This is an optimization exercise on Yosys and OpenROAD, whose aim is small area, not a production implementation.
In this exercise RTL edits were held to simulation tests only and were not proved equivalent to the original.
No driver is modelled on the clock port, so clocking that relies on it looks cheaper here than on a real chip.
Power figures rest on the tool's default switching activity, not on a simulated workload.

<file path="flow/config.mk">
export PLATFORM = sky130hd
export DESIGN_NAME = cpu_top
export DESIGN_NICKNAME = cpu_top
export VERILOG_FILES = /design/flow/design.v
export SDC_FILE = /design/flow/constraint.sdc
export NUM_CORES = 4
export LEC_CHECK = 0
export CAP_MARGIN = 20
export CORE_MARGIN = 2
export CORE_UTILIZATION = 70
export SETUP_SLACK_MARGIN = 0.5
export SLEW_MARGIN = 20
</file>
<file path="flow/constraint.sdc">
create_clock -name core_clock -period 14.0 [get_ports {clk}]
set_input_delay 2.8000 -clock core_clock [delete_from_list [all_inputs] [get_ports {clk}]]
set_output_delay 2.8000 -clock core_clock [all_outputs]
set_load 0.01 [all_outputs]
</file>
<file path="flow/design.v">
package cpu_pkg;
    localparam int XLEN = 64;
    typedef struct packed {
        logic            cs;
        logic            we;
        logic [XLEN-1:0] addr;
        logic [XLEN-1:0] wdata;
    } mem_req_t;
endpackage
module cpu_top (
    input  logic                     clk,
    input  logic                     arst_n,
    input  logic [cpu_pkg::XLEN-1:0] mem_rdata,
    output cpu_pkg::mem_req_t        mem_req,
    output logic                     halted
);
    typedef enum logic [2:0] {
        S_CLEAR,
        S_FETCH,
        S_EX1,
        S_EX2,
        S_EX3,
        S_HALT
    } state_e;
    typedef enum logic [2:0] {
        C_ALU,
        C_SHIFT,
        C_ADDI,
        C_LUI,
        C_LD,
        C_SD,
        C_BEQ,
        C_JAL
    } class_e;
    state_e      state;
    logic [5:0]  cnt;
    class_e      cls;
    logic [31:7] ir;
    logic [31:1][63:0] rf;
    logic [63:0] p_q;
    logic [63:0] w_q;
    logic        cy;
    logic        eq;       
    logic [5:0]  shamt;    
    assign eq    = ir[12];
    assign shamt = ir[30:25];
    logic [31:0] nw;
    logic [6:0]  n_op;
    logic [2:0]  n_f3;
    logic [6:0]  n_f7;
    logic        n_legal;
    class_e      n_cls;
    assign nw   = mem_rdata[31:0];
    assign n_op = nw[6:0];
    assign n_f3 = nw[14:12];
    assign n_f7 = nw[31:25];
    always_comb begin
        n_legal = 1'b1;
        n_cls   = C_ALU;
        case (n_op)
            7'b0110011: begin
                if (n_f7 == 7'b0000000) begin
                    case (n_f3)
                        3'b000, 3'b100, 3'b110, 3'b111: n_cls = C_ALU;
                        3'b001, 3'b101:                 n_cls = C_SHIFT;
                        default:                        n_legal = 1'b0;
                    endcase
                end else if (n_f7 != 7'b0100000 || n_f3 != 3'b000) begin
                    n_legal = 1'b0;
                end
            end
            7'b0010011: begin n_cls = C_ADDI; n_legal = (n_f3 == 3'b000); end
            7'b0000011: begin n_cls = C_LD;   n_legal = (n_f3 == 3'b011); end
            7'b0100011: begin n_cls = C_SD;   n_legal = (n_f3 == 3'b011); end
            7'b1100011: begin n_cls = C_BEQ;  n_legal = (n_f3 == 3'b000); end
            7'b1101111: n_cls = C_JAL;
            7'b0110111: n_cls = C_LUI;
            default:    n_legal = 1'b0;
        endcase
    end
    logic is_alu, is_shift, is_addi, is_lui, is_ld, is_sd, is_beq, is_jal;
    logic is_sub, is_sll;
    assign is_alu   = (cls == C_ALU);
    assign is_shift = (cls == C_SHIFT);
    assign is_addi  = (cls == C_ADDI);
    assign is_lui   = (cls == C_LUI);
    assign is_ld    = (cls == C_LD);
    assign is_sd    = (cls == C_SD);
    assign is_beq   = (cls == C_BEQ);
    assign is_jal   = (cls == C_JAL);
    assign is_sub   = is_alu & ir[30];
    assign is_sll   = ~ir[14];
    logic [4:0] rs1_a, rs2_a, rd_a, rb_a;
    logic       rs2_nz, rd_nz;
    assign rs1_a  = ir[19:15];
    assign rs2_a  = ir[24:20];
    assign rd_a   = ir[11:7];
    assign rs2_nz = (rs2_a != 5'd0);
    assign rd_nz  = (rd_a != 5'd0);
    assign rb_a   = (is_ld || (is_shift && in_ex2)) ? rd_a : rs2_a;
    logic imm_bit;
    always_comb begin
        imm_bit = ir[31];
        if (is_lui) begin
            if (cnt < 6'd12)      imm_bit = 1'b0;
            else if (cnt < 6'd31) imm_bit = ir[cnt[4:0]];
        end else if (is_jal) begin
            if (cnt == 6'd0)      imm_bit = 1'b0;
            else if (cnt < 6'd11) imm_bit = ir[20 + cnt[3:0]];
            else if (cnt == 6'd11) imm_bit = ir[20];
            else if (cnt < 6'd20) imm_bit = ir[cnt[4:0]];
        end else if (is_beq) begin
            if (cnt == 6'd0)      imm_bit = 1'b0;
            else if (cnt < 6'd5)  imm_bit = ir[7 + cnt[2:0]];
            else if (cnt < 6'd11) imm_bit = ir[20 + cnt[3:0]];
            else if (cnt == 6'd11) imm_bit = ir[7];
        end else if (is_sd) begin
            if (cnt < 6'd5)       imm_bit = ir[7 + cnt[2:0]];
            else if (cnt < 6'd11) imm_bit = ir[20 + cnt[3:0]];
        end else begin
            if (cnt < 6'd11)      imm_bit = ir[20 + cnt[3:0]];
        end
    end
    logic rs1_bit, rs2_bit;
    assign rs1_bit = (rs1_a == 5'd0) ? 1'b0 : rf[rs1_a][0];
    assign rs2_bit = (rb_a == 5'd0) ? 1'b0 : rf[rb_a][0];
    logic in_clear, in_fetch, in_ex1, in_ex2, in_ex3;
    assign in_clear = (state == S_CLEAR);
    assign in_fetch = (state == S_FETCH);
    assign in_ex1   = (state == S_EX1);
    assign in_ex2   = (state == S_EX2);
    assign in_ex3   = (state == S_EX3);
    logic op_a, op_b, cin, sum, cout;
    always_comb begin
        if (in_fetch) begin
            op_a = p_q[0];
            op_b = (cnt == 6'd2);
        end else if (is_jal || is_beq) begin
            op_a = p_q[0];
            op_b = imm_bit;
        end else begin
            op_a = rs1_bit;
            op_b = is_alu ? (rs2_bit ^ is_sub) : imm_bit;
        end
    end
    assign cin  = (cnt == 6'd0) ? (is_sub & ~in_fetch) : cy;
    assign sum  = op_a ^ op_b ^ cin;
    assign cout = (op_a & op_b) | (op_a & cin) | (op_b & cin);
    logic [2:0] sk, sj, c_hi, c_lo, sk_neg;
    logic       tap_c, tap_f, tap_fl;
    logic       sll_coarse, sll_fine, srl_coarse, srl_fine, shift_bit;
    assign sk     = shamt[5:3];
    assign sj     = shamt[2:0];
    assign c_hi   = cnt[5:3];
    assign c_lo   = cnt[2:0];
    assign sk_neg = 3'd0 - sk;
    assign tap_c  = w_q[{(is_sll ? sk_neg : sk), 3'b000}];    
    assign tap_f  = w_q[{3'b000, sj}];                         
    assign tap_fl = w_q[6'd63 - {3'b000, sj} + 6'd1];          
    assign sll_coarse = (c_hi >= sk) & ((sk == 3'd0) ? rs1_bit : tap_c);
    assign sll_fine   = ((c_hi != 3'd0) || (c_lo >= sj)) & ((sj == 3'd0) ? rs2_bit : tap_fl);
    assign srl_coarse = ({1'b0, c_hi} + {1'b0, sk} <= 4'd7) & tap_c;
    assign srl_fine   = ((c_hi != 3'd7) || ({1'b0, c_lo} + {1'b0, sj} <= 4'd7)) & tap_f;
    always_comb begin
        if (!is_sll)     shift_bit = srl_fine;
        else if (in_ex1) shift_bit = sll_coarse;
        else             shift_bit = sll_fine;
    end
    logic res_bit;
    always_comb begin
        if (is_shift)                res_bit = shift_bit;
        else if (is_jal || is_sd || is_ld) res_bit = w_q[0];
        else if (is_lui)             res_bit = imm_bit;
        else if (is_addi)            res_bit = sum;
        else begin
            case (ir[14:12])
                3'b100:  res_bit = rs1_bit ^ rs2_bit;
                3'b110:  res_bit = rs1_bit | rs2_bit;
                3'b111:  res_bit = rs1_bit & rs2_bit;
                default: res_bit = sum;
            endcase
        end
    end
    logic       wen;
    logic [4:0] wa;
    assign wen = (in_ex1 & ~(is_shift & ~is_sll) & ~is_beq) |
                 (in_ex2 & ((is_shift & is_sll) | is_sd)) |
                 in_ex3;
    assign wa  = is_sd ? rs2_a : rd_a;
    logic p_in, w_in;
    always_comb begin
        p_in = p_q[0];
        if (in_clear) begin
            p_in = 1'b0;
        end else if (in_ex1) begin
            if (is_jal || is_sd || (is_ld && rd_nz)) p_in = sum;
            else if (!is_beq)                     p_in = w_q[0];
        end else if (in_ex2) begin
            if (is_beq)                           p_in = eq ? sum : w_q[0];
            else if (is_sd)                       p_in = rs2_nz ? rs2_bit : w_q[0];
            else if (is_ld)                       p_in = rs2_bit;
        end
    end
    always_comb begin
        w_in = w_q[0];
        if (in_clear)                            w_in = 1'b0;
        else if (in_fetch)                       w_in = sum;
        else if (in_ex1 && is_shift)             w_in = rs1_bit;
        else if (in_ex1 && is_sd && rs2_nz)      w_in = rs2_bit;
        else if (in_ex1 && is_ld)                w_in = 1'b0;
        else if (in_ex2 && is_shift)             w_in = is_sll ? rs2_bit : srl_coarse;
    end
    logic ld_cap;
    assign ld_cap = in_ex2 & is_ld & (cnt == 6'd1);
    always_ff @(posedge clk) begin
        w_q <= {w_in, w_q[63:1]} | ({64{ld_cap}} & {mem_rdata[1:0], mem_rdata[63:2]});
        p_q <= {p_in, p_q[63:1]};
    end
    logic [3:0] wsel_lo;
    logic [7:0] wsel_hi;
    logic       wbit;
    for (genvar k = 0; k < 4; k++) begin : g_wlo
        assign wsel_lo[k] = in_clear | (wa[1:0] == 2'(k));
    end
    for (genvar k = 0; k < 8; k++) begin : g_whi
        assign wsel_hi[k] = in_clear | (wen & (wa[4:2] == 3'(k)));
    end
    assign wbit = res_bit & ~in_clear;
    for (genvar r = 1; r < 32; r++) begin : g_rf
        logic sel;
        assign sel = wsel_lo[r % 4] & wsel_hi[r / 4];
        always_ff @(posedge clk) begin
            rf[r] <= {sel ? wbit : rf[r][0], rf[r][63:1]};
        end
    end
    always_ff @(posedge clk) begin
        cy <= cout;
        if (in_fetch && cnt == 6'd1) begin
            ir  <= nw[31:7];
            cls <= n_cls;
        end
        if (in_ex1 && is_beq)
            ir[12] <= ((cnt == 6'd0) ? 1'b1 : eq) & (rs1_bit == rs2_bit);
        if (in_fetch && is_shift && cnt >= 6'd2 && cnt < 6'd6)
            ir[30:27] <= {rs2_bit, ir[30:28]};
        if (in_ex1 && is_shift && cnt < 6'd2)
            ir[26:25] <= {rs2_bit, ir[26]};
    end
    state_e next_state;
    always_comb begin
        next_state = state;
        case (state)
            S_CLEAR: if (cnt == 6'd63) next_state = S_FETCH;
            S_FETCH: begin
                if (cnt == 6'd1 && !n_legal) next_state = S_HALT;
                else if (cnt == 6'd63)       next_state = S_EX1;
            end
            S_EX1: if (cnt == 6'd63)
                next_state = (is_shift || is_beq || (is_ld && rd_nz) || is_sd) ? S_EX2 : S_FETCH;
            S_EX2: if (cnt == 6'd63) next_state = (is_ld || (is_shift && !is_sll)) ? S_EX3 : S_FETCH;
            S_EX3: if (cnt == 6'd63) next_state = S_FETCH;
            default: next_state = S_HALT;
        endcase
    end
    always_ff @(posedge clk or negedge arst_n) begin
        if (!arst_n) begin
            state <= S_CLEAR;
            cnt   <= '0;
        end else begin
            state <= next_state;
            cnt   <= cnt + 6'd1;
        end
    end
    assign halted        = (state == S_HALT);
    assign mem_req.cs    = (cnt == 6'd0) & (in_fetch | (in_ex2 & (is_ld | is_sd)));
    assign mem_req.we    = in_ex2 & is_sd;
    assign mem_req.addr  = p_q;
    assign mem_req.wdata = w_q & {64{rs2_nz}};
endmodule
</file>
<file path="flow/flow/run.sh">
#!/bin/bash
# The standard ORFS layout, with three changes:
#  - synthesis maps the logic with an area-only ABC script (flow/abc_area.script,
#    no buffering or upsizing) and without the adder-cell mapping; registers
#    are mapped exactly as in the standard synthesis;
#  - ports are buffered with buf_1 instead of a delay cell;
#  - the clock tree uses small sink clusters and no dummy loads, and after
#    CTS the clock buffers of any flip-flop with a slow clock edge are
#    upsized (flow/post_cts.tcl).
set -euo pipefail
rm -rf scripts_area
cp -r "$FLOW_HOME/scripts" scripts_area
cp flow/abc_area.script scripts_area/abc_area.script
export SCRIPTS_DIR="$PWD/scripts_area"
export ABC_AREA=1
export ADDER_MAP_FILE=
export BUFFER_PORTS_ARGS="-buffer_cell sky130_fd_sc_hd__buf_1"
export CTS_ARGS="-sink_clustering_enable -repair_clock_nets -dont_use_dummy_load -sink_clustering_size 11 -sink_clustering_max_diameter 30 -buf_list {sky130_fd_sc_hd__clkbuf_4}"
export POST_CTS_TCL="$PWD/flow/post_cts.tcl"
bash standard.sh finish > flow_make.log 2>&1
</file>
<file path="flow/flow/abc_area.script">
strash
&get -n
&deepsyn -T 120
&put
dch -f
&get -n
&nf -R 1000 -p -a
&put
</file>
<file path="flow/flow/post_cts.tcl">
set limit 0.110
for {set pass 0} {$pass < 4} {incr pass} {
  estimate_parasitics -placement
  set drivers [dict create]
  foreach pin [all_registers -clock_pins] {
    if {[get_property $pin slew_max] > $limit} {
      set net [get_nets -of_objects $pin]
      foreach d [get_pins -of_objects $net -filter "direction == output"] {
        dict set drivers [get_full_name [get_cells -of_objects $d]] 1
      }
    }
  }
  set n 0
  foreach name [dict keys $drivers] {
    set cell [get_cells $name]
    set ref [get_property $cell ref_name]
    set next ""
    if {$ref eq "sky130_fd_sc_hd__clkbuf_1"} { set next sky130_fd_sc_hd__clkbuf_2 }
    if {$ref eq "sky130_fd_sc_hd__clkbuf_2"} { set next sky130_fd_sc_hd__clkbuf_4 }
    if {$ref eq "sky130_fd_sc_hd__clkbuf_4"} { set next sky130_fd_sc_hd__clkbuf_8 }
    if {$ref eq "sky130_fd_sc_hd__clkbuf_8"} { set next sky130_fd_sc_hd__clkbuf_16 }
    if {$next ne ""} { replace_cell $cell $next; incr n }
  }
  puts "post_cts: pass $pass upsized $n clock buffers"
  if {$n == 0} { break }
  detailed_placement
}
estimate_parasitics -placement
set worst 0
foreach pin [all_registers -clock_pins] { set s [get_property $pin slew_max]; if {$s > $worst} { set worst $s } }
puts "post_cts: worst flip-flop clock pin slew [format %.4f $worst] ns"
</file>
<file path="flow/standard.sh">
#!/bin/bash
# synth_recipe.tcl (not shown) runs the flow's synth.tcl, then flattens the netlist and writes it again
# the make line also repeats each setting of config.mk as NAME=value (left out here)
make -C /OpenROAD-flow-scripts/flow DESIGN_CONFIG=/design/flow/config.mk WORK_HOME=/design/flow/orfs CLKGATE_MAP_FILE= SYNTH_SCRIPT=/design/flow/synth_recipe.tcl "${@:-finish}"
</file>
==> results of run 1 <==
[routing by layer]
metal	part of all wire (%)	up-vias	global-route usage, %
met5	0.017	-	0
met4	1.7	2	7.51
met3	4.6	111	4.91
met2	48	482	36.0
met1	46	9418	31.2
li1	-	9731	-
[power by group]
| part | switching (uW) | leakage, uW | internal, uW |
|---|---|---|---|
| Combinational | 10.1 | 0.00215 | 5.69 |
| Clock | 1640 | 0.00108 | 771 |
| Sequential | 0 | 0.0174 | 6120 |
| Total | 1650 | 0.0206 | 6900 |
[final cells by class]
cell class / instances / area, sq um
diodes: 3 / 7.51
fillers: 3518 / 16200
multi-input cells: 579 / 3650
flip-flops and latches: 2150 / 43400
clock buffers: 234 / 1770
well taps: 873 / 1090
inverters: 21 / 78.8
repair buffers: 202 / 781
[path summary, 6_finish.rpt]
kind / cells past startpoint / from / end / slack (ns)
hold reg to reg: 0 / rf[908] / rf[907] / 0.22
max in group asynchronous: 1 / arst_n / cnt[0] / 11.52
setup / recovery: 4 / cls[2] / mem_req[129] / 8.06
setup reg to reg: 18 / cls[0] / rf[1919] / 8.13
min in group asynchronous: 1 / arst_n / state[0] / 1.88
hold / removal: 0 / rf[908] / rf[907] / 0.22
[kinds of logic after synthesis]
kind of cell / after synthesis / synth area share (%)
adders and majority gates: 5 / 0.106
xor gates and xnor gates: 4 / 0.0744
DFF: 2150 / 92.1
muxes: 45 / 1.08
AOI/OAI and AO/OA: 212 / 3.15
buffers and inverters: 21 / 0.167
and+or+nand+nor: 313 / 3.30
[per-stage QoR]
stage	cell area (sq um)	hold slack [ns]	power, uW	util (%)
finish	50700	0.225	8550	75.8
global placement	49000	0.310	6280	73.2
global route	50700	0.202	8850	75.8
detailed placement	49000	0.312	6280	73.2
floorplan	47100	0.310	6270	-
[worst max-delay path, cell delays in order, from the launching register on]
cell and delay [ns]:
edfxtp_1 0.63, clkinv_1 0.35, or4_1 0.65, a211oi_1 0.32, buf_1 0.24
[registers in the layout (all words and copies together), names as in the netlist]
name / cells
state: 3
cy: 1
cls: 3
rf: 1984
ir: 25
w_q: 64
p_q: 64
cnt: 6
[cell usage in the layout, fill, tap and decap left out, types with 4 or more instances in the layout]
master,synthesis,final
dfxtp_1,2113,2113
clkbuf_4,0,232
buf_1,0,196
nor2_1,85,85
nor2b_1,76,76
nand2_1,73,73
a21o_1,65,65
mux2_1,36,36
o21ai_0,31,31
a21oi_1,28,28
edfxtp_1,28,28
clkinv_1,21,21
nand3_1,18,18
nand2b_1,15,15
o22ai_1,14,14
nor3_1,11,11
a22oi_1,11,11
dfrtp_1,9,9
nor4_1,10,8
mux2i_1,8,8
a31oi_1,8,8
a222oi_1,7,7
buf_4,0,6
nor3b_1,5,5
a211oi_1,5,5
a22o_1,5,5
maj3_1,5,5
and2_0,4,4
a221o_1,4,4
o21a_1,4,4
o311ai_0,4,4
==> results_dict.tcl, run 1 <==
set metrics [dict create \
    outcome "complete, no violations" \
    crit_path_start_kind "flip-flop" \
    synth_async_sr_flop_share_pct 0.419 \
    mappedNetlistNets 2816 \
    via_count 19744 \
    finalWeightedCongestion 0.856 \
    number_of_max_capacitance_violations_reported 0 \
    post_synth_inst_count 2750 \
    synth.top_cells.by_area "dfxtp_1 (90%), edfxtp_1 (1.8%), a21o_1 (1.0%)" \
    final_setup_slack_of_the_worst_path_ns 8.06 \
    cellPowerDensity_nw_per_um2 169 \
    power.static_leakage_uw 0.0206 \
    dieWidth_um 263 \
    dr.pass1.iters 5 \
    timing.clock.skew_ns 0.170 \
    number_of_synthesized_register_bits 2150 \
    antenna_violating_nets_post_route 0 \
    place_ws_ns 8.06 \
    max_slew_margin_pct 33.0 \
    grt_first_pass_wirelength_um 119000 \
    chipHeight_um 263 \
    cp_data_arrival_time_ns 3.14 \
    period_needed_ns 5.94 \
    post-synth-top-area-cell "dfxtp_1" \
    finalNetCount 3254 \
    rsz_0062_raised_after_global_routing "false" \
    avgViaCountPerCell 4.86 \
    count_of_input_and_output_buffers 196 \
    post_synth_edffs 28 \
    slew_viol_final 0 \
    drc 0 \
    overflow_left_after_global_routing 0 \
    clk_latency_ns 1.07 \
    critical_path.max_fanout 13 \
    drt_iter0_drc 1059 \
    floorplan.initialDensity_pct 70.3 \
    tns_setup_ns 0 \
    top_level_ports 197 \
    antenna_violations_before_repair 6 \
    power.ir.vdd_worst_mv 0.129 \
    fmax_mhz 168 \
    critPathCaptureType "output pin" \
    max_slew.worst_pin.slew_ns 0.995 \
    yosysWarningCount 1 \
    floorplan.die_area_sq_um 69300 \
    synth.most_common_cell "dfxtp_1" \
    dp.cells 3825 \
    hold_path_class "flip-flop to flip-flop" \
    route.final.wire_length_um 76300 \
    clkTransAtPathRegs_ns 0.10 \
    post_dp_hpwl_um 49300 \
    crit_required_ns 11.20 \
    clock_sink_count 2150 \
    criticalPathCategory "flip-flop to output pin" \
    wl_per_cell_um 18.8 \
    fraction_of_synthesized_cell_area_taken_by_the_top_area_cell_type_pct 89.9 \
    grt_pass1_vias 20859 \
    synthFlopType "dfxtp_1" \
    ys_seq_area_share_pct 92.1 \
    non_filler_cells_in_the_finished_layout 4062 \
    flow.area_growth_from_synthesis_pct 7.79 \
    syn_area_per_cell_sq_um 17.1 \
    setup_viol 0 \
    finalHoldViolCount 0 \
    fraction_of_the_cycle_the_final_worst_path_needs_pct 42.4 \
    grt_start_max_net_pins 67 \
    drive_gt1_share_pct 7.66 \
    track_usage_pct 22.6 \
    rows 95 \
    cts_tree "built" \
    most_numerous_cell_types_in_the_synthesized_netlist "dfxtp_1 (2113), nor2_1 (85), nor2b_1 (76)" \
    syn_area_sq_um 47100 \
    netlist-cell-type-count 55 \
    placeableCoreArea_sq_um 66900 \
]
==> inputs of run 2 (changes only) <==
--- a/flow/design.v
+++ b/flow/design.v
@@ -39,6 +39,8 @@
     logic [31:1][63:0] rf;
     logic [63:0] p_q;
     logic [63:0] w_q;
+    logic [63:0] wn_q;     
+    assign w_q = ~wn_q;
     logic        cy;
     logic        eq;       
     logic [5:0]  shamt;    
@@ -213,7 +215,7 @@
     logic ld_cap;
     assign ld_cap = in_ex2 & is_ld & (cnt == 6'd1);
     always_ff @(posedge clk) begin
-        w_q <= {w_in, w_q[63:1]} | ({64{ld_cap}} & {mem_rdata[1:0], mem_rdata[63:2]});
+        wn_q <= {~w_in, wn_q[63:1]} & ~({64{ld_cap}} & {mem_rdata[1:0], mem_rdata[63:2]});
         p_q <= {p_in, p_q[63:1]};
     end
     logic [3:0] wsel_lo;
@@ -275,5 +277,5 @@
     assign mem_req.cs    = (cnt == 6'd0) & (in_fetch | (in_ex2 & (is_ld | is_sd)));
     assign mem_req.we    = in_ex2 & is_sd;
     assign mem_req.addr  = p_q;
-    assign mem_req.wdata = w_q & {64{rs2_nz}};
+    assign mem_req.wdata = ~(wn_q | {64{~rs2_nz}});
 endmodule
==> run 2 against run 1 <==
- die area is 0.54% lower
- wire length up 10%
- largest power group unchanged
- clock power rose by 7%
- highest routed layer unchanged
- register-to-register slack improved by 0.39 ns
- clock skew shrank 0.0040 ns
- utilization is 0.99 points higher
- critical endpoint unchanged
- critical path type unchanged
==> results_dict.tcl, run 2 <==
set metrics [dict create \
    outcome "complete, no violations" \
    clock_sink_count 2150 \
    track_usage_pct 25.1 \
    criticalPathCategory "flip-flop to output pin" \
    overflow_left_after_global_routing 0 \
    post_synth_inst_count 2732 \
    post_dp_hpwl_um 52100 \
    final_setup_slack_of_the_worst_path_ns 7.95 \
    crit_required_ns 11.20 \
    number_of_max_capacitance_violations_reported 0 \
    fmax_mhz 165 \
    power.static_leakage_uw 0.0201 \
    top_level_ports 197 \
    syn_area_per_cell_sq_um 17.1 \
    wl_per_cell_um 20.8 \
    finalNetCount 3233 \
    netlist-cell-type-count 54 \
    largest_register_by_flop_count "rf" \
    timing.clock.skew_ns 0.166 \
    clk_latency_ns 1.07 \
    non_filler_cells_in_the_finished_layout 4034 \
    fraction_of_synthesized_cell_area_taken_by_the_top_area_cell_type_pct 90.4 \
    yosysWarningCount 1 \
    ys_seq_area_share_pct 92.6 \
    synthFlopType "dfxtp_1" \
    floorplan.initialDensity_pct 71.0 \
    syn_area_sq_um 46800 \
    max_slew_margin_pct 32.2 \
    tns_setup_ns 0 \
    power.ir.vdd_worst_mv 0.132 \
    drt_iter0_drc 1425 \
    route.final.wire_length_um 84000 \
    critical_path.max_fanout 13 \
    synth.most_common_cell "dfxtp_1" \
    cp_data_arrival_time_ns 3.25 \
    synth_async_sr_flop_share_pct 0.419 \
    grt_start_max_net_pins 66 \
    most_numerous_cell_types_in_the_synthesized_netlist "dfxtp_1 (2113), nor2_1 (132), a21boi_0 (62)" \
    rows 94 \
    count_of_input_and_output_buffers 196 \
    number_of_fillers_in_the_final_layout 3313 \
    dieWidth_um 263 \
    rsz_0062_raised_after_global_routing "false" \
    chipHeight_um 263 \
    largestRegisters "rf x1984, p_q x64, wn_q x64" \
    number_of_synthesized_register_bits 2150 \
    mappedNetlistNets 2798 \
    layout.cell_area.non_filler_sq_um 50700 \
    placeableCoreArea_sq_um 66000 \
    antenna_violations_before_repair 3 \
    grt_first_pass_wirelength_um 131000 \
    layout.cells.most_common_list "dfxtp_1 (2113), buf_1 (196), clkbuf_4 (192), nor2_1 (132), a21boi_0 (62)" \
    max_slew.worst_pin.slew_ns 1.01 \
    grt_pass1_vias 22263 \
    setup_viol 0 \
    post-synth-top-area-cell "dfxtp_1" \
    drive_gt1_share_pct 7.74 \
    place_ws_ns 8.49 \
    avgViaCountPerCell 5.00 \
    ff_latch_area_sq_um 43400 \
    fraction_of_the_cycle_the_final_worst_path_needs_pct 43.2 \
    floorplan.die_area_sq_um 69000 \
    crit_path_start_kind "flip-flop" \
    flow.area_growth_from_synthesis_pct 8.27 \
    clkTransAtPathRegs_ns 0.11 \
    multi_input_area_sq_um 3360 \
    detailed_place.area_sq_um 48700 \
    postLayoutCoreUtil_pct 76.8 \
    via_count 20173 \
    dr.pass1.iters 6 \
    slew_viol_final 0 \
    most_frequent_standard_cell_in_the_layout_excluding_fill_and_tap_cells "dfxtp_1" \
    synth.top_cells.by_area "dfxtp_1 (90%), edfxtp_1 (1.8%), nor2_1 (1.1%)" \
    largest_register_ffs 1984 \
    critPathCaptureType "output pin" \
    post_synth_edffs 28 \
    cts_tree "built" \
    dp.cells 3798 \
    hold_path_class "flip-flop to flip-flop" \
    period_needed_ns 6.05 \
    finalWeightedCongestion 0.875 \
    drc 0 \
    finalHoldViolCount 0 \
    antenna_violating_nets_post_route 0 \
    cellPowerDensity_nw_per_um2 172 \
]
-- run 2: cell count changes after synthesis, moves of 10 or more --
cell and delta:
a21boi_0 +61, a21o_1 -63, a21oi_1 +10, a22oi_1 -10
mux2_1 -11, nand2_1 -13, nor2_1 +47, nor2b_1 -66
o21ai_0 +23
-- run 2: cell type report --
cell class,count,share of cell area (%)
antenna,5,0.0247
clock buffer,231,3.90
inverter,28,0.207
multi-input combinational,554,6.63
sequential,2150,85.6
tap,864,2.13
timing repair buffer,202,1.54
-- run 2: logic make-up after synthesis --
group / synth area share (%)
AOI/OAI and AO/OA: 3.26
xor gates and xnor gates: 0.131
adders and majority gates: 0.0641
buffers and inverters: 0.224
DFF: 92.6
muxes: 1.06
and+or+nand+nor: 2.63
-- run 2: worst max-delay path, cell delays in order, from the launching register on --
cell     delay, ns
dfrtp_1       0.52
or3_1         0.53
or2_0         0.31
nor2_1        0.23
nand2_1       0.17
a21oi_1       0.32
buf_1         0.24
-- run 2: worst paths after layout --
| path | depth (start not counted) | start | slack, ns | to |
|---|---|---|---|---|
| setup / recovery | 6 | cnt[3] | 7.95 | mem_req[129] |
| hold / removal | 0 | rf[145] | 0.19 | rf[144] |
| setup reg to reg | 21 | cls[2] | 8.52 | rf[63] |
| hold reg to reg | 0 | rf[145] | 0.19 | rf[144] |
| max in group asynchronous | 1 | arst_n | 11.60 | state[1] |
| min in group asynchronous | 1 | arst_n | 1.81 | state[0] |
-- run 2: power by group --
part	switching [uW]	total, uW	internal, uW
clock network	1710	2590	872
logic	9.16	14.5	5.39
registers	0	6120	6120
total	1720	8720	7000
-- run 2: layer usage --
metal | share of wire, % | GRT usage [%] | vias up
met3 | 5.1 | 5.80 | 181
li1 | - | - | 9655
met5 | 0.014 | 0 | -
met1 | 43 | 32.2 | 9712
met2 | 50 | 42.6 | 623
met4 | 2.2 | 8.26 | 2
-- run 2: metrics by stage --
step,hold WS (ns),total power (uW)
2_1_floorplan,0.310,6270
3_3_place_gp,0.310,6280
3_5_place_dp,0.312,6280
5_1_grt,0.185,9010
6_report,0.185,8720
==> inputs of run 3 (changes only) <==
--- a/flow/flow/post_cts.tcl
+++ b/flow/flow/post_cts.tcl
@@ -1,4 +1,4 @@
-set limit 0.110
+set limit 0.118
 for {set pass 0} {$pass < 4} {incr pass} {
   estimate_parasitics -placement
   set drivers [dict create]
==> run 3 against run 2 <==
- synthesized area up 0.15%
- sequential share of layout area up 0.13 points
- global-route usage down 0.97 points
- utilization down 0.12 points
- clock power down 4%
- synthesized cell count up 0.81%
- largest cell class unchanged
- highest routed layer unchanged
==> results_dict.tcl, run 3 <==
set metrics [dict create \
    drive_gt1_share_pct 7.84 \
    layout.cells.most_common_list "dfxtp_1 (2113), clkbuf_4 (226), buf_1 (196), nor2_1 (162), a21boi_0 (64)" \
    critical_path.max_stage_delay_ns 0.77 \
    largest_register_ffs 1984 \
    largest_register_by_flop_count "rf" \
    post_synth_inst_count 2754 \
    worst_r2r_path_depth 16 \
    count_of_input_and_output_buffers 196 \
    netlist-cell-type-count 54 \
    number_of_max_capacitance_violations_reported 0 \
    floorplan.die_area_sq_um 69100 \
    cp_slowest_cell "a31oi_1" \
    cp_data_arrival_time_ns 7.49 \
    track_usage_pct 24.2 \
    finalNetCount 3258 \
    grt_first_pass_wirelength_um 126000 \
    critical_path.max_fanout 24 \
    synth.top_cells.by_area "dfxtp_1 (90%), edfxtp_1 (1.8%), nor2_1 (1.3%)" \
    critical_path.most_common_cell "nand3_1" \
    post-synth-top-area-cell "dfxtp_1" \
    chipHeight_um 263 \
    syn_area_sq_um 46900 \
    dr.pass1.iters 6 \
    crit_path_start_kind "flip-flop" \
    outcome "complete, no violations" \
    antenna_violating_nets_post_route 0 \
    worstPathBufferInverterCount 1 \
    timing.clock.skew_ns 0.173 \
    rsz_0062_raised_after_global_routing "false" \
    period_needed_ns 6.70 \
    clock_sink_count 2150 \
    setup_viol 0 \
    via_count 20160 \
    most_numerous_cell_types_in_the_synthesized_netlist "dfxtp_1 (2113), nor2_1 (162), a21boi_0 (64)" \
    flow.area_growth_from_synthesis_pct 7.94 \
    top_family_by_delay_on_critical_path "compound AO/OA/AOI/OAI gates" \
    synthFlopType "dfxtp_1" \
    largestRegisters "rf x1984, p_q x64, wn_q x64" \
    number_of_synthesized_register_bits 2150 \
    cellPowerDensity_nw_per_um2 170 \
    fraction_of_the_cycle_the_final_worst_path_needs_pct 47.8 \
    clk_latency_ns 1.07 \
    clkTransAtPathRegs_ns 0.10 \
    floorplan.initialDensity_pct 71.1 \
    max_slew_margin_pct 30.6 \
    post_synth_edffs 28 \
    cp_cell_sequence "nor2b_1 > and4_1 > nor3b_1 > a31oi_1 > nand3_1 > nor2_1 > o221ai_1 > a31oi_2 > a21oi_1 > a211oi_1 > xor2_1 > o311ai_0 > a2111oi_2 > buf_4 > nand3_1 > o41ai_1" \
    overflow_left_after_global_routing 0 \
    critPathCaptureType "flip-flop" \
    antenna_violations_before_repair 9 \
    synth_async_sr_flop_share_pct 0.419 \
    fraction_of_synthesized_cell_area_taken_by_the_top_area_cell_type_pct 90.2 \
    yosysWarningCount 1 \
    synth.most_common_cell "dfxtp_1" \
    postLayoutCoreUtil_pct 76.7 \
    slew_viol_final 0 \
    grt_pass1_vias 21735 \
    tns_setup_ns 0 \
    drc 0 \
    holdPathStages 0 \
    post_dp_hpwl_um 50300 \
    max_slew.worst_pin.slew_ns 1.04 \
    top_level_ports 197 \
    dieWidth_um 263 \
    criticalPathCategory "flip-flop to flip-flop" \
    ys_seq_area_share_pct 92.5 \
    finalHoldViolCount 0 \
    route.final.wire_length_um 81000 \
    wl_per_cell_um 20.0 \
    cts_tree "built" \
    number_of_fillers_in_the_final_layout 3385 \
    fmax_mhz 149 \
    grt_start_max_net_pins 65 \
    avgViaCountPerCell 4.96 \
    placeableCoreArea_sq_um 66000 \
    hold_path_class "flip-flop to flip-flop" \
    drt_iter0_drc 983 \
    syn_area_per_cell_sq_um 17.0 \
    most_frequent_standard_cell_in_the_layout_excluding_fill_and_tap_cells "dfxtp_1" \
    crit_required_ns 14.79 \
    rows 94 \
    power.static_leakage_uw 0.0199 \
    power.ir.vdd_worst_mv 0.0981 \
    mappedNetlistNets 2820 \
    timing.critical_path.depth 16 \
    finalWeightedCongestion 0.846 \
]
[run 3: changes by cell type after synthesis, moves of 6 or more]
cell,previous run,this run
nor2_1,132,162
clkinv_1,28,18
a222oi_1,7,1
nor4_1,2,9
nor3_1,14,24
a22oi_1,1,8
a21oi_1,38,32
o21ai_0,54,39
nand2b_1,10,16
[run 3: cells by family after synthesis]
group / share of synthesized area, %
flip-flops: 92.5
buffers and inverters: 0.144
AO/OA/AOI/OAI: 3.12
AND/OR/NAND/NOR: 3.07
adder cells (fa/ha/maj): 0.0640
multiplexers: 0.990
XOR/XNOR: 0.112
[run 3: power breakdown]
part           internal [uW]  switching, uW
combinational           5.39           9.87
clock                    789           1690
sequential              6120              0
total                   6920           1700
[run 3: metrics by stage]
| step | area (sq um) | setup WS, ns | instances | power [uW] | hold slack (ns) |
|---|---|---|---|---|---|
| 2_1_floorplan | 46900 | 5.57 | 2754 | 6270 | 0.310 |
| 3_3_place_gp | 48800 | 7.11 | 3820 | 6280 | 0.309 |
| 3_5_place_dp | 48800 | 7.29 | 3820 | 6280 | 0.312 |
| 5_1_grt | 50600 | 6.66 | 4060 | 8920 | 0.159 |
| 6_report | 50600 | 7.30 | 4061 | 8620 | 0.185 |
[run 3: layout make-up]
class                   instances  area (sq um)  share of cell area [%]
repair buffers                202           781                    1.54
clock buffers                 234          1810                    3.57
well taps                     864          1080                    2.14
flip-flops and latches       2150         43400                    85.7
diodes                          7          17.5                  0.0346
inverters                      18          67.6                   0.134
multi-input cells             586          3490                    6.90
[run 3: path summary, 6_finish.rpt]
kind | to | slack (ns) | startpoint
worst max-delay path | rf[831] | 7.30 | state[1]
worst min-delay path | rf[1467] | 0.18 | rf[1468]
worst max register to register | rf[831] | 7.30 | state[1]
worst min register to register | rf[1467] | 0.18 | rf[1468]
max in group asynchronous | cnt[2] | 11.54 | arst_n
min in group asynchronous | cnt[3] | 1.86 | arst_n
[run 3: layer usage]
layer / vias up / global-route usage, % / share of wire, %
met4: 2 / 8.96 / 2.4
li1: 9739 / - / -
met5: - / 0 / 0.012
met1: 9616 / 30.5 / 42
met3: 151 / 5.20 / 4.9
met2: 652 / 41.4 / 51
==> inputs of run 4 (changes only) <==
--- a/flow/flow/run.sh
+++ b/flow/flow/run.sh
@@ -5,8 +5,8 @@
 #    are mapped exactly as in the standard synthesis;
 #  - ports are buffered with buf_1 instead of a delay cell;
 #  - the clock tree uses small sink clusters and no dummy loads, and after
-#    CTS the clock buffers of any flip-flop with a slow clock edge are
-#    upsized (flow/post_cts.tcl).
+#    global routing the clock buffers of any flip-flop with a slow clock
+#    edge are upsized (flow/post_grt.tcl).
 set -euo pipefail
 rm -rf scripts_area
 cp -r "$FLOW_HOME/scripts" scripts_area
@@ -16,5 +16,5 @@
 export ADDER_MAP_FILE=
 export BUFFER_PORTS_ARGS="-buffer_cell sky130_fd_sc_hd__buf_1"
 export CTS_ARGS="-sink_clustering_enable -repair_clock_nets -dont_use_dummy_load -sink_clustering_size 11 -sink_clustering_max_diameter 30 -buf_list {sky130_fd_sc_hd__clkbuf_4}"
-export POST_CTS_TCL="$PWD/flow/post_cts.tcl"
+export POST_GLOBAL_ROUTE_TCL="$PWD/flow/post_grt.tcl"
 bash standard.sh finish > flow_make.log 2>&1
==> flow/flow/abc_area.script (replaced) <==
strash
dc2
&get -n
&dch -f
&nf -R 1000 -p -F 8 -A 4 -a
&put
==> flow/flow/post_grt.tcl (new file) <==
set limit 0.121
for {set pass 0} {$pass < 4} {incr pass} {
  estimate_parasitics -global_routing
  set drivers [dict create]
  foreach pin [all_registers -clock_pins] {
    if {[get_property $pin slew_max] > $limit} {
      set net [get_nets -of_objects $pin]
      foreach d [get_pins -of_objects $net -filter "direction == output"] {
        dict set drivers [get_full_name [get_cells -of_objects $d]] 1
      }
    }
  }
  set todo {}
  foreach name [dict keys $drivers] {
    set cell [get_cells $name]
    set ref [get_property $cell ref_name]
    set next ""
    if {$ref eq "sky130_fd_sc_hd__clkbuf_1"} { set next sky130_fd_sc_hd__clkbuf_2 }
    if {$ref eq "sky130_fd_sc_hd__clkbuf_2"} { set next sky130_fd_sc_hd__clkbuf_4 }
    if {$ref eq "sky130_fd_sc_hd__clkbuf_4"} { set next sky130_fd_sc_hd__clkbuf_8 }
    if {$ref eq "sky130_fd_sc_hd__clkbuf_8"} { set next sky130_fd_sc_hd__clkbuf_16 }
    if {$next ne ""} { lappend todo [list $cell $next] }
  }
  puts "post_grt: pass $pass upsizes [llength $todo] clock buffers"
  if {[llength $todo] == 0} { break }
  global_route -start_incremental
  foreach t $todo { replace_cell [lindex $t 0] [lindex $t 1] }
  detailed_placement
  global_route -end_incremental
}
estimate_parasitics -global_routing
set worst 0
foreach pin [all_registers -clock_pins] { set s [get_property $pin slew_max]; if {$s > $worst} { set worst $s } }
puts "post_grt: worst flip-flop clock pin slew [format %.4f $worst] ns"
write_guides $::env(RESULTS_DIR)/route.guide
removed: flow/flow/post_cts.tcl
==> run 4 against run 3 <==
- via count rose by 1.3%
- cell count hardly changed
- worst hold slack better by 0.015 ns
- global-route usage rose by 0.71 points
- critical path depth rose by 8
- critical endpoint is now rf[447]
- sequential cell count did not move
- synthesized area grew 0.40%
- total power is 17% higher
- design area increased by 1.1%
==> results_dict.tcl, run 4 <==
set metrics [dict create \
    tns_setup_ns 0 \
    largestRegisters "rf x1984, p_q x64, wn_q x64" \
    route.final.wire_length_um 85800 \
    crit_path_start_kind "flip-flop" \
    clk_latency_ns 1.07 \
    ys_seq_area_share_pct 92.1 \
    clock_sink_count 2150 \
    count_of_input_and_output_buffers 196 \
    timing.clock.skew_ns 0.181 \
    max_slew.worst_pin.slew_ns 0.983 \
    most_numerous_cell_types_in_the_synthesized_netlist "dfxtp_1 (2113), nor2_1 (112), a21boi_0 (64), nand2_1 (64), a21oi_1 (48)" \
    antenna_violating_nets_post_route 0 \
    timing.critical_path.depth 24 \
    overflow_left_after_global_routing 0 \
    power.ir.vdd_worst_mv 0.174 \
    critPathCaptureType "flip-flop" \
    power.static_leakage_uw 0.0203 \
    track_usage_pct 24.9 \
    synth_async_sr_flop_share_pct 0.419 \
    syn_area_sq_um 47100 \
    number_of_fillers_in_the_final_layout 3338 \
    cts.path.max_buffers 3 \
    cp_slowest_cell "mux2i_1" \
    finalWeightedCongestion 0.880 \
    top_family_by_delay_on_critical_path "compound AO/OA/AOI/OAI gates" \
    layout.cells.most_common_list "dfxtp_1 (2113), buf_1 (196), clkbuf_4 (165), nor2_1 (111), clkbuf_8 (67)" \
    fraction_of_the_cycle_the_final_worst_path_needs_pct 51.5 \
    fraction_of_synthesized_cell_area_taken_by_the_top_area_cell_type_pct 89.9 \
    rows 95 \
    highest-signal-layer "met4" \
    grt_start_max_net_pins 68 \
    critical_path.startpoint "cls[0]" \
    post_synth_inst_count 2750 \
    largest_register_ffs 1984 \
    flow.area_growth_from_synthesis_pct 8.68 \
    rr_startpoint "cls[0]" \
    grt_pass1_vias 21970 \
    most_frequent_standard_cell_in_the_layout_excluding_fill_and_tap_cells "dfxtp_1" \
    top_level_ports 197 \
    critical_path.most_common_cell "xnor2_1" \
    netlist-cell-type-count 50 \
    via_count 20413 \
    period_needed_ns 7.21 \
    floorplan.initialDensity_pct 70.3 \
    largest_register_by_flop_count "rf" \
    fmax_mhz 139 \
    synth.most_common_cell "dfxtp_1" \
    setup_viol 0 \
    post_cts.repair.setup_buffers 0 \
    crit-reg2reg-capture "rf[447]" \
    cp_cell_sequence "nor2b_1 > nor2b_1 > a21oi_1 > mux2i_1 > nand2_1 > xnor2_1 > a221o_1 > o21ai_0 > a22o_1 > maj3_1 > nand2_1 > xnor2_1 > a21oi_1 > nand2_1 > o21ai_0 > xnor2_1 > xnor2_1 > o22ai_1 > a21oi_1 > a211oi_1 > a311oi_1 > nor4_2 > buf_4 > mux2_1" \
    outcome "complete, no violations" \
    dieWidth_um 263 \
    crit_required_ns 14.77 \
    max_slew_margin_pct 34.1 \
    placeableCoreArea_sq_um 66900 \
    cellPowerDensity_nw_per_um2 197 \
    dr_wl_met3_um 3760 \
    drc 0 \
    chipHeight_um 263 \
    clockRootBuffer "clkbuf_4" \
    worstPathBufferInverterCount 1 \
    dr.pass1.iters 7 \
    post-synth-top-area-cell "dfxtp_1" \
    wl_per_cell_um 21.1 \
    holdBufCountCts 0 \
    post_cts.resized_instances 0 \
    avgViaCountPerCell 5.02 \
    cts_tree "built" \
    critical_path.max_fanout 31 \
    mappedNetlistNets 2816 \
    drt_iter0_drc 1354 \
    yosysWarningCount 1 \
    criticalPathCategory "flip-flop to flip-flop" \
    hold_path_class "flip-flop to flip-flop" \
    r2r_slack_ns 6.79 \
    number_of_synthesized_register_bits 2150 \
    routed-wl-met2_um 42800 \
    critical_path.max_stage_delay_ns 0.62 \
    finalHoldViolCount 0 \
    worst_r2r_path_depth 24 \
    cp_data_arrival_time_ns 7.98 \
    post_synth_edffs 28 \
    post_dp_hpwl_um 51900 \
    critPathCapture "rf[447]" \
    clkTransAtPathRegs_ns 0.11 \
    worstHoldStart "rf[1804]" \
    layout.cell_area.non_filler_sq_um 51200 \
    detailed_place.area_sq_um 49000 \
    antenna_violations_before_repair 4 \
    numCtsBuffers 232 \
    synth.top_cells.by_area "dfxtp_1 (90%), edfxtp_1 (1.8%), a21boi_0 (1.0%)" \
    slew_viol_final 0 \
    synthFlopType "dfxtp_1" \
    number_of_max_capacitance_violations_reported 0 \
    syn_area_per_cell_sq_um 17.1 \
    grt_first_pass_wirelength_um 130000 \
    finalNetCount 3252 \
    floorplan.die_area_sq_um 69300 \
    clock_tree.htree_level_count 4 \
    drive_gt1_share_pct 7.79 \
    m1WireLength_um 37300 \
]
==> run 4: through the flow <==
stage	hold slack (ns)	instances	util, %	power, uW	setup slack [ns]
CTS	0.204	4056	75.8	9910	6.77
detailed placement	0.312	3824	73.2	7470	6.83
global placement	0.310	3824	73.2	7410	6.99
finish	0.200	4064	76.5	10100	6.79
floorplan	0.310	2750	-	7210	6.76
==> run 4: how the worst min path moves through the flow <==
stage | endpoint | cells after the start
global placement | rf[90] | 0
finish | rf[1803] | 0
floorplan | rf[0] | 0
CTS | rf[179] | 0
detailed placement | rf[1152] | 0
==> run 4: per-layer routing <==
metal / vias up / global-route usage [%]
li1: 9744 / -
met1: 9937 / 32.9
met2: 572 / 41.8
met3: 160 / 4.81
met4: 0 / 8.12
met5: - / 0
==> run 4: power by group <==
part           switching, uW  leakage [uW]  internal, uW
Combinational            214       0.00158           114
Sequential               251        0.0175          6780
Clock                   1760       0.00124           957
==> run 4: cell type report <==
cell class	count	area [sq um]	area share [%]
Antenna cell	7	17.5	0.0342
Clock buffer	232	2160	4.22
Inverter	25	93.8	0.183
Multi-Input combinational cell	575	3640	7.11
Sequential cell	2150	43400	84.8
Tap cell	873	1090	2.13
Timing Repair Buffer	202	793	1.55
==> run 4: cell families after synthesis <==
kind of cell    count (synthesis)  share of synthesized area [%]
mux                            57                           1.46
simple gates                  261                           2.49
fa+ha+maj                       6                          0.128
flops                        2150                           92.1
xor+xnor                       12                          0.223
compound gates                239                           3.38
buf+inv                        25                          0.199
==> inputs of run 5 (changes only) <==
--- a/flow/design.v
+++ b/flow/design.v
@@ -104,23 +104,23 @@
     always_comb begin
         imm_bit = ir[31];
         if (is_lui) begin
-            if (cnt < 6'd12)      imm_bit = 1'b0;
-            else if (cnt < 6'd31) imm_bit = ir[cnt[4:0]];
+            if (cnt < 6'd12)       imm_bit = 1'b0;
+            else if (cnt < 6'd31)  imm_bit = w_q[0];
         end else if (is_jal) begin
-            if (cnt == 6'd0)      imm_bit = 1'b0;
-            else if (cnt < 6'd11) imm_bit = ir[20 + cnt[3:0]];
+            if (cnt == 6'd0)       imm_bit = 1'b0;
+            else if (cnt < 6'd11)  imm_bit = w_q[20];
             else if (cnt == 6'd11) imm_bit = ir[20];
-            else if (cnt < 6'd20) imm_bit = ir[cnt[4:0]];
+            else if (cnt < 6'd20)  imm_bit = w_q[0];
         end else if (is_beq) begin
-            if (cnt == 6'd0)      imm_bit = 1'b0;
-            else if (cnt < 6'd5)  imm_bit = ir[7 + cnt[2:0]];
-            else if (cnt < 6'd11) imm_bit = ir[20 + cnt[3:0]];
+            if (cnt == 6'd0)       imm_bit = 1'b0;
+            else if (cnt < 6'd5)   imm_bit = w_q[7];
+            else if (cnt < 6'd11)  imm_bit = w_q[20];
             else if (cnt == 6'd11) imm_bit = ir[7];
         end else if (is_sd) begin
-            if (cnt < 6'd5)       imm_bit = ir[7 + cnt[2:0]];
-            else if (cnt < 6'd11) imm_bit = ir[20 + cnt[3:0]];
+            if (cnt < 6'd5)        imm_bit = w_q[7];
+            else if (cnt < 6'd11)  imm_bit = w_q[20];
         end else begin
-            if (cnt < 6'd11)      imm_bit = ir[20 + cnt[3:0]];
+            if (cnt < 6'd11)       imm_bit = w_q[20];
         end
     end
     logic rs1_bit, rs2_bit;
@@ -134,7 +134,7 @@
     assign in_ex3   = (state == S_EX3);
     logic op_a, op_b, cin, sum, cout;
     always_comb begin
-        if (in_fetch) begin
+        if (in_fetch || (is_jal && in_ex1) || (is_beq && !eq)) begin
             op_a = p_q[0];
             op_b = (cnt == 6'd2);
         end else if (is_jal || is_beq) begin
@@ -171,9 +171,9 @@
     logic res_bit;
     always_comb begin
         if (is_shift)                res_bit = shift_bit;
-        else if (is_jal || is_sd || is_ld) res_bit = w_q[0];
+        else if (is_sd || is_ld)     res_bit = in_ex1 ? p_q[0] : w_q[0];
         else if (is_lui)             res_bit = imm_bit;
-        else if (is_addi)            res_bit = sum;
+        else if (is_addi || is_jal)  res_bit = sum;
         else begin
             case (ir[14:12])
                 3'b100:  res_bit = rs1_bit ^ rs2_bit;
@@ -187,33 +187,38 @@
     logic [4:0] wa;
     assign wen = (in_ex1 & ~(is_shift & ~is_sll) & ~is_beq) |
                  (in_ex2 & ((is_shift & is_sll) | is_sd)) |
-                 in_ex3;
+                 (in_ex3 & ~(is_shift & is_sll));
     assign wa  = is_sd ? rs2_a : rd_a;
     logic p_in, w_in;
     always_comb begin
         p_in = p_q[0];
         if (in_clear) begin
             p_in = 1'b0;
+        end else if (in_fetch) begin
+            if (!is_jal && !is_beq)               p_in = sum;
         end else if (in_ex1) begin
-            if (is_jal || is_sd || (is_ld && rd_nz)) p_in = sum;
-            else if (!is_beq)                     p_in = w_q[0];
+            if (is_sd || (is_ld && rd_nz))        p_in = sum;
         end else if (in_ex2) begin
-            if (is_beq)                           p_in = eq ? sum : w_q[0];
+            if (is_jal || is_beq)                 p_in = sum;
             else if (is_sd)                       p_in = rs2_nz ? rs2_bit : w_q[0];
             else if (is_ld)                       p_in = rs2_bit;
         end
     end
     always_comb begin
-        w_in = w_q[0];
-        if (in_clear)                            w_in = 1'b0;
-        else if (in_fetch)                       w_in = sum;
-        else if (in_ex1 && is_shift)             w_in = rs1_bit;
-        else if (in_ex1 && is_sd && rs2_nz)      w_in = rs2_bit;
-        else if (in_ex1 && is_ld)                w_in = 1'b0;
-        else if (in_ex2 && is_shift)             w_in = is_sll ? rs2_bit : srl_coarse;
+        w_in = 1'b0;
+        if (in_fetch) begin
+            w_in = w_q[0];
+        end else if (in_ex1) begin
+            if (is_shift)                         w_in = rs1_bit;
+            else if (is_sd)                       w_in = rs2_nz ? rs2_bit : p_q[0];
+            else if (is_jal || is_beq)            w_in = w_q[0];
+        end else if (in_ex2) begin
+            if (is_shift)                         w_in = is_sll ? rs2_bit : srl_coarse;
+            else if (is_ld)                       w_in = w_q[0];
+        end
     end
     logic ld_cap;
-    assign ld_cap = in_ex2 & is_ld & (cnt == 6'd1);
+    assign ld_cap = (in_fetch | (in_ex2 & is_ld)) & (cnt == 6'd1);
     always_ff @(posedge clk) begin
         wn_q <= {~w_in, wn_q[63:1]} & ~({64{ld_cap}} & {mem_rdata[1:0], mem_rdata[63:2]});
         p_q <= {p_in, p_q[63:1]};
@@ -258,8 +263,8 @@
                 else if (cnt == 6'd63)       next_state = S_EX1;
             end
             S_EX1: if (cnt == 6'd63)
-                next_state = (is_shift || is_beq || (is_ld && rd_nz) || is_sd) ? S_EX2 : S_FETCH;
-            S_EX2: if (cnt == 6'd63) next_state = (is_ld || (is_shift && !is_sll)) ? S_EX3 : S_FETCH;
+                next_state = (is_shift || is_beq || is_jal || (is_ld && rd_nz) || is_sd) ? S_EX2 : S_FETCH;
+            S_EX2: if (cnt == 6'd63) next_state = (is_ld || is_shift) ? S_EX3 : S_FETCH;
             S_EX3: if (cnt == 6'd63) next_state = S_FETCH;
             default: next_state = S_HALT;
         endcase
--- a/flow/flow/run.sh
+++ b/flow/flow/run.sh
@@ -5,8 +5,9 @@
 #    are mapped exactly as in the standard synthesis;
 #  - ports are buffered with buf_1 instead of a delay cell;
 #  - the clock tree uses small sink clusters and no dummy loads, and after
-#    global routing the clock buffers of any flip-flop with a slow clock
-#    edge are upsized (flow/post_grt.tcl).
+#    CTS (flow/post_cts.tcl) and again after global routing
+#    (flow/post_grt.tcl) the clock buffers of any flip-flop with a slow
+#    clock edge are upsized.
 set -euo pipefail
 rm -rf scripts_area
 cp -r "$FLOW_HOME/scripts" scripts_area
@@ -16,5 +17,6 @@
 export ADDER_MAP_FILE=
 export BUFFER_PORTS_ARGS="-buffer_cell sky130_fd_sc_hd__buf_1"
 export CTS_ARGS="-sink_clustering_enable -repair_clock_nets -dont_use_dummy_load -sink_clustering_size 11 -sink_clustering_max_diameter 30 -buf_list {sky130_fd_sc_hd__clkbuf_4}"
+export POST_CTS_TCL="$PWD/flow/post_cts.tcl"
 export POST_GLOBAL_ROUTE_TCL="$PWD/flow/post_grt.tcl"
 bash standard.sh finish > flow_make.log 2>&1
==> flow/flow/abc_area.script (replaced) <==
strash
&get -n
&deepsyn -T 240
&put
dch -f
&get -n
&nf -R 1000 -p -a
&put
==> flow/flow/post_cts.tcl (new file) <==
set limit 0.123
for {set pass 0} {$pass < 4} {incr pass} {
  estimate_parasitics -placement
  set drivers [dict create]
  foreach pin [all_registers -clock_pins] {
    if {[get_property $pin slew_max] > $limit} {
      set net [get_nets -of_objects $pin]
      foreach d [get_pins -of_objects $net -filter "direction == output"] {
        dict set drivers [get_full_name [get_cells -of_objects $d]] 1
      }
    }
  }
  set n 0
  foreach name [dict keys $drivers] {
    set cell [get_cells $name]
    set ref [get_property $cell ref_name]
    set next ""
    if {$ref eq "sky130_fd_sc_hd__clkbuf_1"} { set next sky130_fd_sc_hd__clkbuf_2 }
    if {$ref eq "sky130_fd_sc_hd__clkbuf_2"} { set next sky130_fd_sc_hd__clkbuf_4 }
    if {$ref eq "sky130_fd_sc_hd__clkbuf_4"} { set next sky130_fd_sc_hd__clkbuf_8 }
    if {$ref eq "sky130_fd_sc_hd__clkbuf_8"} { set next sky130_fd_sc_hd__clkbuf_16 }
    if {$next ne ""} { replace_cell $cell $next; incr n }
  }
  puts "post_cts: pass $pass upsized $n clock buffers"
  if {$n == 0} { break }
  detailed_placement
}
estimate_parasitics -placement
set worst 0
foreach pin [all_registers -clock_pins] { set s [get_property $pin slew_max]; if {$s > $worst} { set worst $s } }
puts "post_cts: worst flip-flop clock pin slew [format %.4f $worst] ns"
--- a/flow/flow/post_grt.tcl
+++ b/flow/flow/post_grt.tcl
@@ -1,4 +1,4 @@
-set limit 0.121
+set limit 0.125
 for {set pass 0} {$pass < 4} {incr pass} {
   estimate_parasitics -global_routing
   set drivers [dict create]
==> run 5 against run 4 <==
- wire length is 6.4% higher
- die area fell by 0.71%
- register-to-register slack worse by 0.38 ns
- clock-buffer cell count fell by 1
- critical path type unchanged
- clock power about the same
==> results_dict.tcl, run 5 <==
set metrics [dict create \
    total_power_uw 8880 \
    largestRegisters "rf x1984, p_q x64, wn_q x64" \
    number_of_max_capacitance_violations_reported 0 \
    timing.clock.skew_ns 0.168 \
    max_slew.worst_pin.slew_ns 1.16 \
    tns_setup_ns 0 \
    outcome "complete, no violations" \
    worst_r2r_path_depth 24 \
    power.share.combinational_pct 0.2 \
    mappedNetlistNets 2777 \
    synthFlopType "dfxtp_1" \
    synth.top_cells.by_area "dfxtp_1 (91%), edfxtp_1 (1.8%), nor2_1 (1.0%)" \
    finalHoldViolCount 0 \
    antenna_violations_before_repair 4 \
    synth.most_common_cell "dfxtp_1" \
    largest_register_ffs 1984 \
    syn_area_sq_um 46700 \
    criticalPathCategory "flip-flop to flip-flop" \
    floorplan.die_area_sq_um 68800 \
    multi_input_area_sq_um 3340 \
    largest_register_by_flop_count "rf" \
    track_usage_pct 27.1 \
    number_of_synthesized_register_bits 2150 \
    top_level_ports 197 \
    period_needed_ns 7.59 \
    cp_data_arrival_time_ns 8.47 \
    place_ws_ns 6.68 \
    syn_area_per_cell_sq_um 17.2 \
    cts_tree "built" \
    grt_pass1_vias 22664 \
    fraction_of_synthesized_cell_area_taken_by_the_top_area_cell_type_pct 90.5 \
    hold_path_class "flip-flop to flip-flop" \
    synth_async_sr_flop_share_pct 0.419 \
    switching_power_uw 1810 \
    power.static_leakage_uw 0.0202 \
    cellPowerDensity_nw_per_um2 175 \
    critPathCaptureType "flip-flop" \
    post_synth_edffs 28 \
    final_setup_slack_of_the_worst_path_ns 6.41 \
    netlist-cell-type-count 55 \
    placeableCoreArea_sq_um 66000 \
    clk_latency_ns 1.10 \
    count_of_input_and_output_buffers 196 \
    grt_start_max_net_pins 67 \
    overflow_left_after_global_routing 0 \
    share_seq_of_total_power_pct 69.0 \
    finalWeightedCongestion 0.844 \
    via_count 20302 \
    layout.cells.most_common_list "dfxtp_1 (2113), buf_1 (196), clkbuf_4 (171), nor2_1 (130), nand2_1 (78)" \
    max_slew_margin_pct 21.8 \
    crit_path_start_kind "flip-flop" \
    fmax_mhz 132 \
    most_numerous_cell_types_in_the_synthesized_netlist "dfxtp_1 (2113), nor2_1 (130), nand2_1 (78)" \
    dieWidth_um 262 \
    post_synth_inst_count 2711 \
    holdPathStages 0 \
    rows 94 \
    critical_path.max_fanout 31 \
    dr.pass1.iters 5 \
    setup_viol 0 \
    route.final.wire_length_um 91300 \
    post-synth-top-area-cell "dfxtp_1" \
    grt_first_pass_wirelength_um 138000 \
    number_of_fillers_in_the_final_layout 3190 \
    worst_case_hold_slack_ns 0.192 \
    power.switching_fraction_pct 20.4 \
    layout.cell_area.non_filler_sq_um 50700 \
    fraction_of_the_cycle_the_final_worst_path_needs_pct 54.2 \
    finalNetCount 3211 \
    ff_latch_area_sq_um 43400 \
    drt_iter0_drc 1222 \
    floorplan.initialDensity_pct 70.8 \
    crit_required_ns 14.88 \
    drc 0 \
    clkTransAtPathRegs_ns 0.10 \
    share_clk_of_total_power_pct 30.8 \
    power.internal_uw 7060 \
    detailed_place.area_sq_um 48600 \
    antenna_violating_nets_post_route 0 \
    slew_viol_final 0 \
    clock_sink_count 2150 \
    yosysWarningCount 1 \
    power.ir.vdd_worst_mv 0.114 \
    flow.area_growth_from_synthesis_pct 8.58 \
    most_frequent_standard_cell_in_the_layout_excluding_fill_and_tap_cells "dfxtp_1" \
    chipHeight_um 262 \
    avgViaCountPerCell 5.06 \
    post_dp_hpwl_um 54300 \
    ys_seq_area_share_pct 92.8 \
    wl_per_cell_um 22.7 \
    drive_gt1_share_pct 7.67 \
]
==> run 5: changes by cell type after synthesis, moves of 5 or more <==
cell      before  now
o22ai_1       13    1
a31oi_1       15   10
o21ai_0       37   27
a222oi_1       3   11
a21oi_1       48   24
nor2_1       112  130
clkinv_1      25   14
nand2_1       64   78
nand3_1       15   22
mux2i_1       18    8
==> run 5: routing by layer <==
metal	global-route usage [%]	routed length [um]
met5	0	0
met1	31.8	35600
met3	5.19	4440
met2	48.8	48000
met4	11.4	3210
==> run 5: power by group through the flow <==
stage	logic [uW]	registers, uW	clock network, uW
2_1_floorplan	2.67	6270	0
3_3_place_gp	14.1	6270	0
3_5_place_dp	15.3	6270	0
6_report	15.9	6120	2740
==> run 5: path summary, 6_finish.rpt <==
kind / from / end / slack (ns)
max in group asynchronous: arst_n / state[1] / 11.84
hold reg to reg: rf[125] / rf[124] / 0.19
setup / recovery: cls[2] / rf[1279] / 6.41
min in group asynchronous: arst_n / cnt[3] / 1.70
setup reg to reg: cls[2] / rf[1279] / 6.41
hold / removal: rf[125] / rf[124] / 0.19
==> run 5: cell type report <==
cell class              count  area share [%]
diodes                      8          0.0395
clock buffers             231            4.16
inverters                  14           0.104
multi-input cells         547            6.58
flip-flops and latches   2150            85.5
well taps                 864            2.13
repair buffers            201            1.52
==> run 5: worst max-delay path: stages (launching register included) <==
cell and delay [ns]:
edfxtp_1 0.49, clkinv_1 0.14, nor2_1 0.13, nand2_1 0.29, nor2_1 0.17, nor2_1 0.22, nor2_1 0.06, nor2_1 0.80
mux2i_1 0.57, nor3_1 1.00, nand2_1 0.18, a21oi_1 0.23, a21oi_1 0.10, nor2_1 0.12, a31oi_1 0.06, o21ai_1 0.19
buf_4 0.22, xnor2_1 0.13, a21oi_1 0.08, o21bai_1 0.21, xnor2_1 0.31, a222oi_1 0.16, or4_1 0.48, a31oi_4 0.77
mux2_1 0.33
==> run 5: cell families after synthesis <==
group           count (synthesis)  synth area share (%)
compound gates                179                  2.70
fa+ha+maj                       4                0.0857
simple gates                  306                  2.95
flops                        2150                  92.8
mux                            47                  1.16
buf+inv                        14                 0.112
xor+xnor                       11                 0.206
==> run 5: stage by stage <==
stage | util, % | std cells
2_1_floorplan | - | 2711
3_3_place_gp | 73.7 | 3776
3_5_place_dp | 73.7 | 3776
6_report | 76.9 | 4015
==> inputs of run 6 (changes only) <==
--- a/flow/flow/post_grt.tcl
+++ b/flow/flow/post_grt.tcl
@@ -1,4 +1,4 @@
-set limit 0.125
+set limit 0.140
 for {set pass 0} {$pass < 4} {incr pass} {
   estimate_parasitics -global_routing
   set drivers [dict create]
==> run 6 against run 5 <==
- non-clock buffer count did not move
- worst setup slack improved by 0.092 ns
- highest routed layer unchanged
- still clean
- sequential cell count did not move
==> results_dict.tcl, run 6 <==
set metrics [dict create \
    outcome "complete, no violations" \
    power.ir.vdd_worst_mv 0.114 \
    count_of_input_and_output_buffers 196 \
    multi_input_area_sq_um 3340 \
    syn_area_sq_um 46700 \
    cellPowerDensity_nw_per_um2 173 \
    top_family_by_delay_on_critical_path "simple AND/OR/NAND/NOR gates" \
    netlist-cell-type-count 55 \
    drt_iter0_drc 1211 \
    post_dp_hpwl_um 54300 \
    clock_sink_count 2150 \
    number_of_max_capacitance_violations_reported 0 \
    synth.top_cells.by_area "dfxtp_1 (91%), edfxtp_1 (1.8%), nor2_1 (1.0%)" \
    synth_async_sr_flop_share_pct 0.419 \
    layout.cell_area.non_filler_sq_um 50400 \
    cts_tree "built" \
    overflow_left_after_global_routing 0 \
    fraction_of_the_cycle_the_final_worst_path_needs_pct 53.5 \
    worstPathBufferInverterCount 2 \
    power.static_leakage_uw 0.0201 \
    cp_slowest_cell "nor3_1" \
    post_synth_inst_count 2711 \
    cp_cell_sequence "clkinv_1 > nor2_1 > nand2_1 > nor2_1 > nor2_1 > nor2_1 > nor2_1 > mux2i_1 > nor3_1 > nand2_1 > a21oi_1 > a21oi_1 > nor2_1 > a31oi_1 > o21ai_1 > buf_4 > xnor2_1 > a21oi_1 > o21bai_1 > xnor2_1 > a222oi_1 > or4_1 > a31oi_4 > mux2_1" \
    crit_path_start_kind "flip-flop" \
    crit_required_ns 14.87 \
    floorplan.die_area_sq_um 68800 \
    postLayoutCoreUtil_pct 76.5 \
    rows 94 \
    power.share.combinational_pct 0.2 \
    fmax_mhz 133 \
    power.switching_fraction_pct 20.6 \
    timing.clock.skew_ns 0.225 \
    dp.cells 3776 \
    slew_viol_final 0 \
    most_frequent_standard_cell_in_the_layout_excluding_fill_and_tap_cells "dfxtp_1" \
    period_needed_ns 7.49 \
    final_setup_slack_of_the_worst_path_ns 6.51 \
    route.final.wire_length_um 90900 \
    setup_viol 0 \
    dr.pass1.iters 9 \
    antenna_violations_before_repair 4 \
    dieWidth_um 262 \
    flow.area_growth_from_synthesis_pct 7.94 \
    antenna_violating_nets_post_route 0 \
    max_slew_margin_pct 25.5 \
    critical_path.max_fanout 31 \
    layout.cells.most_common_list "dfxtp_1 (2113), clkbuf_4 (219), buf_1 (196), nor2_1 (130), nand2_1 (78)" \
    criticalPathCategory "flip-flop to flip-flop" \
    via_count 20283 \
    synth.most_common_cell "dfxtp_1" \
    ys_seq_area_share_pct 92.8 \
    largestRegisters "rf x1984, p_q x64, wn_q x64" \
    fraction_of_synthesized_cell_area_taken_by_the_top_area_cell_type_pct 90.5 \
    floorplan.initialDensity_pct 70.8 \
    drive_gt1_share_pct 7.67 \
    grt_pass1_vias 22664 \
    top_level_ports 197 \
    post_synth_edffs 28 \
    post-synth-top-area-cell "dfxtp_1" \
    synthFlopType "dfxtp_1" \
    mappedNetlistNets 2777 \
    largest_register_by_flop_count "rf" \
    number_of_synthesized_register_bits 2150 \
    detailed_place.area_sq_um 48600 \
    ff_latch_area_sq_um 43400 \
    power.internal_uw 6920 \
    most_numerous_cell_types_in_the_synthesized_netlist "dfxtp_1 (2113), nor2_1 (130), nand2_1 (78)" \
    chipHeight_um 262 \
    critPathCaptureType "flip-flop" \
    share_clk_of_total_power_pct 29.5 \
    finalWeightedCongestion 0.844 \
    wl_per_cell_um 22.6 \
    non_filler_cells_in_the_finished_layout 4017 \
    largest_register_ffs 1984 \
    switching_power_uw 1790 \
    hold_path_class "flip-flop to flip-flop" \
    drc 0 \
    critical_path.max_stage_delay_ns 0.95 \
    tns_setup_ns 0 \
    cp_data_arrival_time_ns 8.37 \
    finalNetCount 3211 \
    avgViaCountPerCell 5.05 \
    max_slew.worst_pin.slew_ns 1.11 \
    clkTransAtPathRegs_ns 0.11 \
    yosysWarningCount 1 \
    critical_path.most_common_cell "nor2_1" \
    finalHoldViolCount 0 \
    share_seq_of_total_power_pct 70.3 \
    clk_latency_ns 1.14 \
    number_of_fillers_in_the_final_layout 3275 \
    syn_area_per_cell_sq_um 17.2 \
    grt_start_max_net_pins 67 \
    place_ws_ns 6.68 \
    grt_first_pass_wirelength_um 138000 \
    track_usage_pct 27.1 \
    placeableCoreArea_sq_um 66000 \
]
-- run 6: routing by layer --
metal | GRT usage (%) | vias to the layer above | part of all wire, %
li1 | - | 9545 | -
met1 | 31.8 | 9815 | 39
met2 | 48.8 | 717 | 53
met3 | 5.19 | 206 | 5.1
met4 | 11.4 | 0 | 3.4
met5 | 0 | - | 0
-- run 6: worst paths after layout --
path	slack, ns	end	depth (start not counted)	startpoint
max	6.51	rf[1023]	24	cls[2]
min	0.22	rf[463]	0	rf[464]
max reg2reg	6.51	rf[1023]	24	cls[2]
min reg2reg	0.22	rf[463]	0	rf[464]
max in group asynchronous	11.85	cnt[1]	1	arst_n
min in group asynchronous	1.71	cnt[3]	1	arst_n
-- run 6: power groups by stage --
stage	Sequential [uW]	Clock [uW]	Combinational [uW]
6_report	6130	2580	15.9
3_5_place_dp	6270	0	15.3
3_3_place_gp	6270	0	14.1
2_1_floorplan	6270	0	2.67
-- run 6: cell families after synthesis --
group / share of synthesized area [%]
buffers and inverters: 0.112
adders and majority gates: 0.0857
DFF: 92.8
muxes: 1.16
xor gates and xnor gates: 0.206
and+or+nand+nor: 2.95
AOI/OAI and AO/OA: 2.70
-- run 6: area by class of cell --
type | instances | share of cell area (%)
well taps | 864 | 2.14
diodes | 10 | 0.0496
flip-flops and latches | 2150 | 86.0
repair buffers | 201 | 1.53
multi-input cells | 547 | 6.62
inverters | 14 | 0.104
clock buffers | 231 | 3.59
-- run 6: worst register-to-register path, cell delays in order, from the launching register on --
cell and delay (ns):
edfxtp_1 0.49, clkinv_1 0.14, nor2_1 0.13, nand2_1 0.29
nor2_1 0.17, nor2_1 0.22, nor2_1 0.06, nor2_1 0.79
mux2i_1 0.58, nor3_1 0.95, nand2_1 0.18, a21oi_1 0.22
a21oi_1 0.10, nor2_1 0.12, a31oi_1 0.07, o21ai_1 0.20
buf_4 0.22, xnor2_1 0.13, a21oi_1 0.08, o21bai_1 0.21
xnor2_1 0.32, a222oi_1 0.17, or4_1 0.48, a31oi_4 0.73
mux2_1 0.32
-- run 6: per-stage QoR --
step	hold WS [ns]	power, uW
floorplan	0.310	6270
finish	0.218	8720
detailed placement	0.312	6280
global placement	0.310	6280
